Source: an optimization exercise on an open RTL-to-GDS flow (aim: small area, a short achievable clock period and few clock cycles per item). Production flows keep margins and buffers that such runs may drop.
In this exercise RTL edits were held to simulation tests only and were not proved equivalent to the original.
No activity file was given, so power comes from the tool's default toggle rates.

## flow/design.v (module list and top-level ports; edited modules follow where they fit)
// module cuckoo_way_bank: 42 lines
// module cuckoo_hash_engine: 276 lines
module cuckoo_hash_engine
#(
    parameter int NUM_WAYS    = 3,
    parameter int TABLE_SIZE  = 50,
    parameter int KEY_WIDTH   = 27,
    parameter int VALUE_WIDTH = 32,
    parameter int MAX_KICKS   = 16
) (
    input  logic                                        clk,
    input  logic                                        rst,
    input  logic                                        req_valid,
    output logic                                        req_ready,
    input  logic [1:0]                                  req_op,
    input  logic [KEY_WIDTH-1:0]                        req_key,
    input  logic [VALUE_WIDTH-1:0]                      req_value,
    output logic                                        rsp_valid,
    output logic [1:0]                                  rsp_status,
    output logic [VALUE_WIDTH-1:0]                      rsp_value,
    output logic [KEY_WIDTH-1:0]                        rsp_key,
    output logic [$clog2(NUM_WAYS*TABLE_SIZE+1)-1:0]    occupancy,
    output logic                                        collision
);
  // ...
==> flow/flow/run.sh <==
#!/bin/bash
# Layout flow: the standard ORFS flow (standard.sh, unchanged synthesis and steps),
# with the timing repair asked to leave a setup margin, so that repair works on the
# paths that set the achieved period instead of stopping at the 30 ns clock.
set -uo pipefail
export SETUP_SLACK_MARGIN=22.5
bash standard.sh > flow_standard.log 2>&1
==> flow/standard.sh <==
#!/bin/bash
# synth_recipe.tcl (not shown) runs the flow's synth.tcl, then flattens the netlist and writes it again
# the make line also repeats each setting of config.mk as NAME=value (left out here)
make -C /OpenROAD-flow-scripts/flow DESIGN_CONFIG=/design/flow/config.mk WORK_HOME=/design/flow/orfs CLKGATE_MAP_FILE= SYNTH_SCRIPT=/design/flow/synth_recipe.tcl "${@:-finish}"
==> flow/config.mk <==
export PLATFORM = sky130hd
export DESIGN_NAME = cuckoo_hash_engine
export DESIGN_NICKNAME = cuckoo_hash_engine
export VERILOG_FILES = /design/flow/design.v
export SDC_FILE = /design/flow/constraint.sdc
export NUM_CORES = 8
export LEC_CHECK = 0
export CAP_MARGIN = 20
export CORE_MARGIN = 2
export CORE_UTILIZATION = 35
export PLACE_DENSITY = 0.5
export SLEW_MARGIN = 20
==> flow/constraint.sdc <==
create_clock -name core_clock -period 30.0 [get_ports {clk}]
set_input_delay 6.0000 -clock core_clock [delete_from_list [all_inputs] [get_ports {clk}]]
set_output_delay 6.0000 -clock core_clock [all_outputs]
set_load 0.01 [all_outputs]
==> Implementation_results.wiki, run 1 <==
{| class="wikitable"
! Metric !! Value
|-
| TritonCTS clock tree || yes
|-
| Master of the slowest instance on the critical path || sky130_fd_sc_hd__nor4b_1
|-
| Endpoints failing hold || 0
|-
| Final clock period utilization by the worst path || 26.38%
|-
| CP max stage delay || 720 ps
|-
| Commonest cells after routing, fill and taps aside || sky130_fd_sc_hd__edfxtp_1 (8318), sky130_fd_sc_hd__a22oi_1 (2891), sky130_fd_sc_hd__clkbuf_16 (923), sky130_fd_sc_hd__nand4_1 (774), sky130_fd_sc_hd__a22o_1 (676)
|-
| Number of buffers added by the clock tree synthesis step || 910
|-
| Sum of met2 wire segment lengths after detailed routing || 673.2 mm
|-
| Leading cell type in the layout, fill and taps excluded || sky130_fd_sc_hd__edfxtp_1
|-
| Final Util || 40.46%
|-
| Area occupied by registers || ~0.26 sq mm
|-
| Post-CTS resize count || between 500 and 600
|-
| Clock skew || 166.3 ps
|-
| Result of the run || no timing/DRC/antenna violations
|-
| Leading register cell type out of synthesis || sky130_fd_sc_hd__edfxtp_1
|-
| Startpoint Class || flop
|-
| Share of cell area taken by muxes after synthesis || less than 1%
|-
| Setup slack, reg-to-reg || 22080 ps
|-
| Clock-pin slew on the worst setup and hold paths || 60 ps
|-
| Post-synthesis cell type with the largest combined area || sky130_fd_sc_hd__edfxtp_1
|-
| Yosys top cell area share || 74.81%
|-
| Non-clock inverters || between 150 and 200
|-
| Yosys reg bits || 8856
|-
| Vias in the first global route || approximately 210k
|-
| Drc violations || 0
|-
| Multi-input logic area || 0.07016 sq mm
|-
| Number of optimization iterations in the first detailed-route pass || 9
|-
| Simple-gate share of the synthesized area || between 5 and 6%
|}
Testbench counts, summed over its fixed seeds: cycles 26,612, ops 24,000.
==> run 2, diff against run 1 <==
==> flow/run.sh (new file) <==
#!/bin/bash
# synth_recipe.tcl (not shown) runs the flow's synth.tcl, then flattens the netlist and writes it again
# the make line also repeats each setting of config.mk as NAME=value (left out here)
make -C /OpenROAD-flow-scripts/flow DESIGN_CONFIG=/design/flow/config.mk WORK_HOME=/design/flow/orfs CLKGATE_MAP_FILE= SYNTH_SCRIPT=/design/flow/synth_recipe.tcl finish
removed: flow/flow/run.sh
removed: flow/standard.sh
==> run 2 against run 1 <==
  * Still clean
  * Count of clock-buffer cells in the layout shrank 17
  * Sequential power hardly changed
  * Wire length decreased by 2.6%
  * Highest routed layer unchanged
==> Implementation_results.wiki, run 2 <==
{| class="wikitable"
! Metric !! Value
|-
| Result of the run || no timing/DRC/antenna violations
|-
| Power after layout || 33.80 mW
|-
| CP max stage delay || 950 ps (+230 ps)
|-
| Most frequent cell after synthesis || sky130_fd_sc_hd__edfxtp_1
|-
| Reg-to-reg critical path endpoint || g_way[2].u_bank.tag_q[7][20]
|-
| Die Area || between 0.9 and 1 sq mm
|-
| Worst Reg-to-Reg Cells || 16
|-
| Antenna-violating nets left || 0
|-
| Design area || 0.3819 sq mm
|-
| Final net count || 20720
|-
| CTS Root Buffer Type || sky130_fd_sc_hd__clkbuf_16
|-
| Initial antenna violation count || 103
|-
| Syn_area_per_cell || ~17 sq um
|-
| Die span in x || 980.7 microns
|-
| Worst endpoint data arrival time || about 9600 ps
|-
| Worst hold path endpoint || t_val_q[27]
|-
| Leading cell type in the layout, fill and taps excluded || sky130_fd_sc_hd__edfxtp_1
|-
| Commonest cells after routing, fill and taps aside || sky130_fd_sc_hd__edfxtp_1 (8318), sky130_fd_sc_hd__a22oi_1 (2891), sky130_fd_sc_hd__clkbuf_16 (923), sky130_fd_sc_hd__nand4_1 (774), sky130_fd_sc_hd__a22o_1 (676)
|-
| Layout Cells excl Fill || between 30000 and 40000
|-
| Yosys reg bits || 8856 (unchanged)
|-
| Net Switching || 11.81 mW
|-
| Hold path depth || 0
|-
| Leakage dissipation || between 100 and 150 nW
|-
| Startpoint Class || flop
|-
| Async S/R FF share, synth || 0%
|-
| Total of hold buffers inserted after clock tree synthesis || 0
|-
| Hold Path Origin || a_val_q[27]
|-
| Setup slack, reg-to-reg || 21130 ps (-950 ps)
|-
| Req. time, crit path || 30730 ps
|-
| Max FFs per register || 4800
|-
| Most used standard cells in the synthesized netlist || sky130_fd_sc_hd__edfxtp_1 (8318), sky130_fd_sc_hd__a22oi_1 (2891), sky130_fd_sc_hd__clkbuf_1 (900)
|-
| Pin count of the biggest net entering global routing || 152
|-
| Largest registers in the final layout || g_way.u_bank.val_q (4800), g_way.u_bank.tag_q (3300)
|-
| Final min period || 8869 ps
|-
| Count of pins over their slew limit || 0
|-
| Leading register cell type out of synthesis || sky130_fd_sc_hd__edfxtp_1
|-
| Unique masters post-synth || 115
|-
| Peak Freq || 112.8 MHz
|-
| Int Power || 21.99 mW
|-
| Kind of capture point of the worst setup path || flop
|-
| Vias in the first global route || 204100 (-1.2%)
|-
| Worst path cell trace || buf_4 > buf_4 > a22oi_1 > nand4_1 > nor3_1 > and4_1 > nor4b_1 > nand4_1 > nor4_2 > buf_4 > o21ai_0 > or3_1 > o21ai_4 > buf_4 > and2_4 > buf_4
|-
| Instance area after placement || 0.3531 sq mm
|-
| Effective utilization at floorplan || 35.13%
|-
| WP buf/inv || 5
|-
| Clock sink total || 8856
|-
| Synthesized instance count || 19900
|-
| Cell family contributing the most delay on the critical path || simple AND/OR/NAND/NOR gates
|-
| Power per cell area || 88.52 mW/mm^2
|-
| Clock-pin slew on the worst setup and hold paths || 60 ps (about the same)
|-
| Largest vdd supply drop || 0.2430 mV
|-
| Placed Instances || approximately 32000
|-
| Power share of the sequential group || 41.3%
|-
| Number of enable flip-flop cells after synthesis || about 8300
|-
| TritonCTS clock tree || yes
|-
| Final wirelength || 1537 mm
|-
| Y dimension of the die || around 980 microns
|-
| Worst-path fanout max || 44
|-
| Most flop-heavy register || g_way.u_bank.val_q
|-
| Post-synthesis sequential area ratio || 78.04%
|-
| Drt first-iter violations || 43320
|-
| Setup TNS after final layout || 0 ps
|-
| Buffers on Ports || roughly 140
|-
| Cell Area, Synth || 0.3339 sq mm
|-
| GRT Residual Overflow || 0
|-
| Yosys top cell area share || 74.81% (unchanged)
|-
| Buffers inserted during post-CTS setup optimization || 0
|-
| Number of rows in the core area || 358
|-
| Worst slew margin relative to its limit || 13.25%
|-
| First-pass GRT wire length || 1991 mm
|-
| Synthesis-to-layout area growth || 14.37%
|-
| Insertion delay to the later sink of the worst-skew pair || 1230 ps
|-
| M1 GR Usage || 41.10%
|-
| Critical setup path kind || flop to flop
|-
| Total half-perimeter wirelength after legalization and detailed placement || about 840 mm
|-
| Combinational fraction of design power || between 20 and 30%
|-
| Area of the core || between 0.9 and 1 sq mm
|-
| Drc violations || 0 (unchanged)
|-
| Leading cell types by total area after synthesis || sky130_fd_sc_hd__edfxtp_1 (75%), sky130_fd_sc_hd__a22oi_1 (6.5%), sky130_fd_sc_hd__dfxtp_1 (3.2%)
|-
| Launching point of the worst reg2reg path || cur_sel_q[2][12]
|-
| Switch share || approximately a third
|-
| Via density per instance || 6.662
|-
| Type of the worst min-delay path || flop to flop
|-
| Warning count from the yosys run || 17
|-
| Final setup viols || 0
|-
| Transition time of the tightest slew-check pin || about 1300 ps
|-
| Number of ports placed on the die boundary || 136
|-
| Number of optimization iterations in the first detailed-route pass || 6 (-3)
|-
| Clock network power share || between 30% and 40%
|-
| Maximum buffer depth of the clock tree || 5
|-
| Clock skew || 127.8 ps (-38.50 ps)
|-
| Share of post-route cells with drive strength above 1 || 11.88%
|-
| RSZ-0062 raised after global routing || no
|-
| Master of the slowest instance on the critical path || sky130_fd_sc_hd__buf_4
|-
| Endpoints failing hold || 0 (unchanged)
|-
| Detail-routed net length per standard cell || 45.50 microns
|-
| Vias after detailed routing || between 200k and 250k
|-
| Most Frequent Cell on Critical Path || sky130_fd_sc_hd__buf_4
|-
| H-tree depth || 6
|-
| Post-CTS resize count || 0 (-100%)
|-
| Maximum capacitance violations || 0
|-
| Post-synthesis cell type with the largest combined area || sky130_fd_sc_hd__edfxtp_1
|-
| Final GP Congestion || 0.8603
|-
| Number of buffers added by the clock tree synthesis step || 908 (-0.22%)
|-
| Most utilized layer in the global route result || met2
|-
| Global Route Usage Sum || 30.68%
|-
| Final clock period utilization by the worst path || 29.56% (+3.2 points)
|-
| Grt met2 use || 46.38%
|-
| Synthesized Nets || 20260
|-
| Final Util || 40.17% (-0.29 points)
|-
| Global routing met3 resource utilization || 8.128%
|}
-- run 2: changes by cell type in the layout (fill, tap and decap cells not counted), moves of 19 or more --
cell,previous run,this run
sky130_fd_sc_hd__dfxtp_1,348,386
sky130_fd_sc_hd__buf_2,24,0
sky130_fd_sc_hd__and2_2,81,0
sky130_fd_sc_hd__buf_4,617,668
sky130_fd_sc_hd__diode_2,87,108
sky130_fd_sc_hd__buf_6,182,12
sky130_fd_sc_hd__clkdlybuf4s50_1,62,134
sky130_fd_sc_hd__clkinv_1,206,187
sky130_fd_sc_hd__dfxtp_2,33,0
-- run 2: per-layer routing --
metal,vias up,share of wire [%]
met5,-,0.050
met4,40,5.9
met3,3596,13
met2,18610,44
met1,119500,37
li1,83350,-
-- run 2: cell type report --
| class | count | area (sq um) |
|---|---|---|
| diodes | 108 | 270.3 |
| clock buffers | 1157 | 24190 |
| clock inverters | 467 | 3985 |
| fillers | 86160 | 568600 |
| inverters | 158 | 600.6 |
| multi-input cells | 9597 | 68810 |
| flip-flops and latches | 8856 | 261100 |
| well taps | 12600 | 15770 |
| repair buffers | 844 | 7124 |
-- run 2: logic make-up (layout without fill, tap and decap cells) --
family                   Yosys count  count (layout)  synth area share [%]
flip-flops                      8856            8856                 78.04
AO/OA/AOI/OAI                   5731            5731                 12.86
AND/OR/NAND/NOR                 3219            3219                 5.018
buffers and inverters           1445            2626                 1.679
adder cells (fa/ha/maj)          294             294                 1.311
multiplexers                     263             263                0.8612
XOR/XNOR                          90              90                0.2361
other                              0             108                     0
-- run 2: worst max path at each step --
stage                          start                      endpoint  cells past startpoint  slack, ps
finish              cur_sel_q[2][12]  g_way[2].u_bank.tag_q[7][20]                     16      21130
detailed placement       req_key[19]                          flop                     10      21160
floorplan                     kick_q  g_way[0].u_bank.tag_q[0][14]                      6      21330
global route                 cr_q[2]                          flop                     24      20750
global placement         req_key[19]                          flop                     10      21100
CTS                          cr_q[2]              cur_sel_q[2][49]                     25      21280
-- run 2: per-stage QoR --
stage	hold WS, ps	setup WS (ps)
4_1_cts	419.8	21280
3_3_place_gp	405.4	21100
6_report	402.3	21130
2_1_floorplan	400.3	21330
3_5_place_dp	404.5	21160
5_1_grt	423.2	20750
-- run 2: power groups by stage --
stage / clock network (mW) / registers, mW / logic, mW
5_1_grt: 11.6 / 13.9 / 8.97
3_3_place_gp: 0 / 14.2 / 8.35
3_5_place_dp: 0 / 14.2 / 8.37
2_1_floorplan: 0 / 13.9 / 4.46
6_report: 11.1 / 14.0 / 8.74
4_1_cts: 11.1 / 13.9 / 8.40

## separate check: timing with driven ports
The flow's constraints put no driver on any port. The routed layouts listed below were extracted and timed again, unchanged, in two steps.
Step 1: set_driving_cell puts a clkbuf_16 on clk and a buf_2 on each other input, an assumption about the parent block.
Step 2 also shifts input and output timing later by t, the mid clock arrival at the registers, as if the neighbouring blocks saw the same clock.
Three values: no drivers, after step 1, after step 2; two values: the first two.
| run | t, ns | slack for setup (ns) | worst setup path after step 2 |
|---|---|---|---|
| run 1 | 1.294 | 22.085 / 21.970 / 21.431 | input to register |
| run 2 | 1.345 | 21.131 / 21.131 / 21.131 | register to register |
After both steps setup and hold are still met in every run listed. The setup slack of run 1, which loses most, moves by -0.115 ns with the drivers and by -0.654 ns with both steps.
